Context: an optimization exercise on an open-source flow, tuned for small area, a short achievable clock period and few clock cycles per item. The choices shown serve that exercise and are no tape-out recipe.
At most, simulation tests tie the RTL to the original design; equivalence was not proved.
Power and IR drop assume default switching activity.

== lane 1 ==
Design alu_arbiter, start of the top module:
module alu_arbiter
#(
  parameter int WIDTH   = 32,
  parameter int MUL_LAT = 3
) (
  input  logic             clk,
  input  logic             rst_n,
  input  logic             req0_valid,
  output logic             req0_ready,
  input  logic [2:0]       req0_op,
  input  logic [WIDTH-1:0] req0_a,
  input  logic [WIDTH-1:0] req0_b,
  input  logic             req1_valid,
  output logic             req1_ready,
  input  logic [2:0]       req1_op,
  input  logic [WIDTH-1:0] req1_a,
  input  logic [WIDTH-1:0] req1_b,
  output logic             resp_valid,
  input  logic             resp_ready,
  output logic             resp_id,
  output logic [WIDTH-1:0] resp_data,
  output logic             resp_zero,
  output logic             resp_neg
);
export LEC_CHECK = 0
export CAP_MARGIN = 20
export CORE_MARGIN = 2
export CORE_UTILIZATION = 75
export PLACE_DENSITY = 0.85
export SLEW_MARGIN = 20
export SYNTH_HIERARCHICAL = 1
export SYNTH_MINIMUM_KEEP_SIZE = 0
create_clock -name core_clock -period 12.5 [get_ports {clk}]
standard.sh (not shown) runs the stock make flow with config.mk's settings and CLKGATE_MAP_FILE= SYNTH_SCRIPT=/design/flow/synth_recipe.tcl, a recipe that flattens the netlist after the stock synthesis.
==> flow/flow/run.sh <==
#!/bin/bash
# Layout: the standard ORFS flow (standard.sh), unchanged except for
# make-variable settings: a larger setup repair target (the SDC, clock period
# and I/O delays are untouched), plain buffers on the ports, and clock tree
# synthesis without dummy loads.
set -euo pipefail
bash standard.sh \
  SETUP_SLACK_MARGIN=6.75 \
  "BUFFER_PORTS_ARGS=-buffer_cell sky130_fd_sc_hd__buf_1" \
  "CTS_ARGS=-sink_clustering_enable -repair_clock_nets -dont_use_dummy_load" \
  finish > standard_flow.log 2>&1
Testbench counts of lane 1, summed over its fixed seeds: cycles 4,016, items 4,000.
Setup changes, lane 1 to lane 2
# lane 1
export LEC_CHECK = 0
export CAP_MARGIN = 20
export CORE_MARGIN = 2
export CORE_UTILIZATION = 75
export PLACE_DENSITY = 0.85
export SLEW_MARGIN = 20
export SYNTH_HIERARCHICAL = 1
export SYNTH_MINIMUM_KEEP_SIZE = 0
create_clock -name core_clock -period 12.5 [get_ports {clk}]
# lane 2
export LEC_CHECK = 0
export CAP_MARGIN = 20
export CORE_MARGIN = 2
export CORE_UTILIZATION = 40
export SLEW_MARGIN = 20
export SYNTH_HIERARCHICAL = 1
export SYNTH_MINIMUM_KEEP_SIZE = 0
create_clock -name core_clock -period 12.5 [get_ports {clk}]
==> flow/flow/run.sh <==
#!/bin/bash
# Layout: the standard ORFS flow (standard.sh), unchanged except for
# make-variable settings: a larger setup repair target (the SDC, clock period
# and I/O delays are untouched) and plain buffers on the ports.
set -euo pipefail
MARGIN=7
bash standard.sh \
  SETUP_SLACK_MARGIN=$MARGIN \
  "BUFFER_PORTS_ARGS=-buffer_cell sky130_fd_sc_hd__buf_1" \
  finish > standard_flow.log 2>&1
Looking at share of power burned in the clock network across lane 2 and lane 1, the one that comes out higher is lane 2. Relative to lane 1, total detailed-routing wirelength increased by about 10% in lane 2. Per the comparison of lane 2 with lane 1, average wire length per cell after detail routing saw a decrease; power consumption rose by 15%; worst slack at placement has decreased. As far as count of clock-buffer cells in the layout goes, lane 2 and lane 1 are indistinguishable; the numbers are identical. Post-synthesis to final-layout area growth was lower in lane 1 than in lane 2. Lane 1 → lane 2: last weighted congestion value of the routability-driven placer down about 12%, fraction of the cycle the final worst path needs down 1.7 points, area of placed instances up about 1.8%. The switching power in lane 2 sits 320 µW above the value recorded for lane 1.
[inputs] lane 3 vs lane 2
# lane 2
export LEC_CHECK = 0
export CAP_MARGIN = 20
export CORE_MARGIN = 2
export CORE_UTILIZATION = 40
export SLEW_MARGIN = 20
export SYNTH_HIERARCHICAL = 1
export SYNTH_MINIMUM_KEEP_SIZE = 0
create_clock -name core_clock -period 12.5 [get_ports {clk}]
# lane 3
export LEC_CHECK = 0
export CAP_MARGIN = 20
export CORE_MARGIN = 2
export CORE_UTILIZATION = 65
export CTS_BUF_LIST = sky130_fd_sc_hd__clkbuf_4 sky130_fd_sc_hd__clkbuf_8 sky130_fd_sc_hd__clkbuf_16
export PLACE_DENSITY = 0.75
export SLEW_MARGIN = 20
export SYNTH_HIERARCHICAL = 1
export SYNTH_MINIMUM_KEEP_SIZE = 0
create_clock -name core_clock -period 12.5 [get_ports {clk}]
-- flow/flow/run.sh --
<<< lane 2, line 6
MARGIN=7
>>> lane 3, line 6
MARGIN=6.75
## What came out
- Lane 2 and lane 3 ended up with nearly the same worst hold slack.
- Total power, lane 3 vs lane 2: down by more than 10%
- Of lane 2 and lane 3, lane 3 shows the higher clock share of power, with lane 2 below it.
- Taking lane 2 as the reference point, the sequential share of layout area of lane 3 rises by 0.66 points.
Relative to lane 3, the following input files were edited for lane 4:
# lane 3
export LEC_CHECK = 0
export CAP_MARGIN = 20
export CORE_MARGIN = 2
export CORE_UTILIZATION = 65
export CTS_BUF_LIST = sky130_fd_sc_hd__clkbuf_4 sky130_fd_sc_hd__clkbuf_8 sky130_fd_sc_hd__clkbuf_16
export PLACE_DENSITY = 0.75
export SLEW_MARGIN = 20
export SYNTH_HIERARCHICAL = 1
export SYNTH_MINIMUM_KEEP_SIZE = 0
create_clock -name core_clock -period 12.5 [get_ports {clk}]
# lane 4
export LEC_CHECK = 0
export CAP_MARGIN = 20
export CORE_MARGIN = 2
export CORE_UTILIZATION = 65
export PLACE_DENSITY = 0.75
export SLEW_MARGIN = 20
export SYNTH_HIERARCHICAL = 1
export SYNTH_MINIMUM_KEEP_SIZE = 0
create_clock -name core_clock -period 12.5 [get_ports {clk}]
-- flow/flow/run.sh --
<<< lane 3, line 4
# and I/O delays are untouched) and plain buffers on the ports.
>>> lane 4, line 4
# and I/O delays are untouched), plain buffers on the ports, and clock tree
# synthesis without dummy loads.
<<< lane 3, line 6
MARGIN=6.75
>>> lane 4, line 7
<<< lane 3, line 8
  SETUP_SLACK_MARGIN=$MARGIN \
>>> lane 4, line 8
  SETUP_SLACK_MARGIN=6.75 \
<<< lane 3, line 10
>>> lane 4, line 10
  "CTS_ARGS=-sink_clustering_enable -repair_clock_nets -dont_use_dummy_load" \
### Flow results
The initial antenna violation count of lane 4 exceeds that of lane 3 by 1. The net switching power in lane 4 sits 65 µW below the value recorded for lane 3. Lane 4 vs lane 3 — internal cell power dropped slightly. met5 as the top metal layer carrying routed signals was reported by lane 4, and met4 by lane 3. Buffers plus inverters on the worst setup path: lane 3 vs lane 4 identical. Lane 3 → lane 4: shortest clock period the worst path allows after layout picked up an extra 0.023 ns, final cell count lower.
Edits applied to the flow inputs when going from lane 4 to lane 5:
-- flow/flow/run.sh --
<<< lane 4, line 8
  SETUP_SLACK_MARGIN=6.75 \
>>> lane 5, line 8
  SETUP_SLACK_MARGIN=6.9 \
Findings:
On lane 5: design area is about 2.2% higher than what lane 4 gave.
Multi-input gate share of the layout cell area: lane 5 < lane 4
Row wire length: lane 5 higher / lane 4 lower
Summary — area occupied by multi-input gates, lane 5 relative to lane 4: higher, by about 1.6%.
As far as number of maximum-capacitance constraint violations goes, lane 4 and lane 5 are indistinguishable; the numbers are identical.

---

== build 67 ==
Another version of the RTL of alu_arbiter (not shown whole).
Size: about 150 flip-flops, about 180 I/O pins, roughly 18000 um2 of cells after synthesis.
Settings: LEC_CHECK=0, CAP_MARGIN=20, CORE_MARGIN=2, CORE_UTILIZATION=65, PLACE_DENSITY=0.75, SLEW_MARGIN=20, SYNTH_HIERARCHICAL=1, SYNTH_MINIMUM_KEEP_SIZE=0; clock period 12.5 ns.
==> flow/flow/run.sh <==
#!/bin/bash
# Layout: the standard ORFS flow (standard.sh), unchanged except for
# make-variable settings: a larger setup repair target (the SDC, clock period
# and I/O delays are untouched), plain buffers on the ports, and clock tree
# synthesis without dummy loads.
set -euo pipefail
bash standard.sh \
  SETUP_SLACK_MARGIN=6.9 \
  "BUFFER_PORTS_ARGS=-buffer_cell sky130_fd_sc_hd__buf_1" \
  "CTS_ARGS=-sink_clustering_enable -repair_clock_nets -dont_use_dummy_load" \
  finish > standard_flow.log 2>&1
Every stage of the flow completed for build 67, and the final layout passed the timing, design-rule and antenna checks.
### build 67 -> build 87
-- flow/flow/run.sh --
<<< build 67, line 7
bash standard.sh \
  SETUP_SLACK_MARGIN=6.9 \
  "BUFFER_PORTS_ARGS=-buffer_cell sky130_fd_sc_hd__buf_1" \
>>> build 87, line 7
bash standard.sh \
  SETUP_SLACK_MARGIN=6.75 \
  "BUFFER_PORTS_ARGS=-buffer_cell sky130_fd_sc_hd__buf_1" \
Results
Worst setup path endpoint: req1_ready -> build 87, resp_data[0] -> build 67. From build 67 to build 87, number of clock buffers in the layout did not move at all. Measured against each other, build 87 and build 67 differ in highest fanout seen on the critical path, the lower figure coming from build 87. There was hardly any difference in power density of the placed cells between build 87 and build 67. [build 87 vs build 67] final routed wirelength across all metal layers: lower in build 87. Cmp build 87 vs build 67: first-pass GRT wire length lower in build 87. Diff build 67 -> build 87: final cell count did not really move; global-route total usage across every layer now sits lower; worst setup slack went down; minimum clock period after layout increased 0.010 ns; multi-input gate share of total cell area higher.
Function was not checked in any run of this note: the RTL went through the layout flow alone.

---

RTL: one of the versions met above, not the one the previous note started from.
For scale: roughly 180 I/O pins.
==> flow/config.mk <==
export PLATFORM = sky130hd
export DESIGN_NAME = alu_arbiter
export DESIGN_NICKNAME = alu_arbiter
export VERILOG_FILES = /design/flow/design.v
export SDC_FILE = /design/flow/constraint.sdc
export NUM_CORES = 4
export LEC_CHECK = 0
export CAP_MARGIN = 20
export CORE_MARGIN = 2
export CORE_UTILIZATION = 65
export PLACE_DENSITY = 0.75
export SLEW_MARGIN = 20
export SYNTH_HIERARCHICAL = 1
export SYNTH_MINIMUM_KEEP_SIZE = 0
==> flow/constraint.sdc <==
create_clock -name core_clock -period 12.5 [get_ports {clk}]
set_input_delay 2.5000 -clock core_clock [delete_from_list [all_inputs] [get_ports {clk}]]
set_output_delay 2.5000 -clock core_clock [all_outputs]
set_load 0.01 [all_outputs]
==> flow/flow/run.sh <==
#!/bin/bash
# Layout: the standard ORFS flow (standard.sh), unchanged except for
# make-variable settings: a larger setup repair target (the SDC, clock period
# and I/O delays are untouched) and plain buffers on the ports.
set -euo pipefail
MARGIN=6.75
bash standard.sh \
  SETUP_SLACK_MARGIN=$MARGIN \
  "BUFFER_PORTS_ARGS=-buffer_cell sky130_fd_sc_hd__buf_1" \
  finish > standard_flow.log 2>&1
The first run ran to the end with no violations.
Testbench counts at the start, summed over its fixed seeds: cycles 4,016, items 4,000.
Edit:
--- a/flow/flow/run.sh
+++ b/flow/flow/run.sh
@@ -5,3 +5,3 @@
 set -euo pipefail
-MARGIN=6.75
+MARGIN=6.5
 bash standard.sh \
Settings changed: CORE_UTILIZATION 65 to 40, PLACE_DENSITY 0.75 to unset.
What happened:
- utilization decreases by 29 points
- power goes down by about 1.8%
- area after synthesis stays the same
- setup slack is worse by 110 ps
- design area went down by 1.1%
- clock-buffer cell count grows by 3
- via count went down by about 4%
- worst hold slack improved by 8.8 ps
- die area came out higher by about 60%
- sequential cell count does not change
- clock skew stays flat
Edit:
==> flow/flow/run.sh (replaced) <==
#!/bin/bash
# Layout: the standard ORFS flow (standard.sh), unchanged except for
# make-variable settings: a larger setup repair target (the SDC, clock period
# and I/O delays are untouched), plain buffers on the ports, and clock tree
# synthesis without dummy loads.
set -euo pipefail
bash standard.sh \
  SETUP_SLACK_MARGIN=6.75 \
  "BUFFER_PORTS_ARGS=-buffer_cell sky130_fd_sc_hd__buf_1" \
  "CTS_ARGS=-sink_clustering_enable -repair_clock_nets -dont_use_dummy_load -buf_list sky130_fd_sc_hd__clkbuf_8 -sink_clustering_size 10 -sink_clustering_max_diameter 50" \
  finish > standard_flow.log 2>&1
Settings changed: CORE_UTILIZATION 40 to 65, PLACE_DENSITY set to 0.75.
Effect: The new run ran to the end with no violations; final area shrinks by about 1.2%; combinational power is about the same; worst setup slack is better by 91 ps; clock power shrinks by about 40%; sequential share of layout area grows by 0.41 points; count of clock-buffer cells in the layout shrinks by 3.

-- what the ideal ports hide --
In the flow no input, the clock included, has a driving cell. The finished layouts below were timed again as built, in two steps. Step 1: set_driving_cell puts a clkbuf_16 on clk and a buf_2 on each other input, an assumption about the parent block. Step 2 adds t to the input delays and takes it off the output delays; t is the mean of the earliest and latest rising clock arrival at the registers after step 1. Input paths then give back, and output paths get back, about the clock's delay inside the block. Slacks: ideal ports / drivers / drivers and shift; pairs: ideal ports / drivers.
| run | t, ns | setup slack, ns | worst setup path at the end | slew at the worst register clock pin (ns) |
|---|---|---|---|---|
| lane 1 | 0.482 | 6.735 / 6.714 / 6.714 | input to output | 0.08 / 0.08 |
| lane 2 | 0.509 | 6.948 / 6.911 / 6.911 | input to output | 0.09 / 0.09 |
| lane 3 | 0.483 | 6.792 / 6.770 / 6.770 | input to output | 0.09 / 0.09 |
| lane 4 | 0.476 | 6.769 / 6.747 / 6.747 | input to output | 0.08 / 0.08 |
| lane 5 | 0.478 | 6.931 / 6.857 / 6.857 | input to output | 0.07 / 0.07 |
| build 67 | 0.477 | 6.853 / 6.853 / 6.853 | register to register | 0.08 / 0.08 |
| build 87 | 0.469 | 6.843 / 6.821 / 6.821 | input to output | 0.08 / 0.08 |
| the first run of note 3 | 0.483 | 6.792 / 6.770 / 6.770 | input to output | 0.09 / 0.09 |
| the second run of note 3 | 0.506 | 6.679 / 6.679 / 6.679 | register to register | 0.08 / 0.08 |
| the third run of note 3 | 0.502 | 6.770 / 6.747 / 6.747 | input to output | 0.12 / 0.12 |
After both steps setup and hold are still met in every run listed. The setup slack of lane 5, which loses most, moves by -0.074 ns with the drivers and by -0.074 ns with both steps.
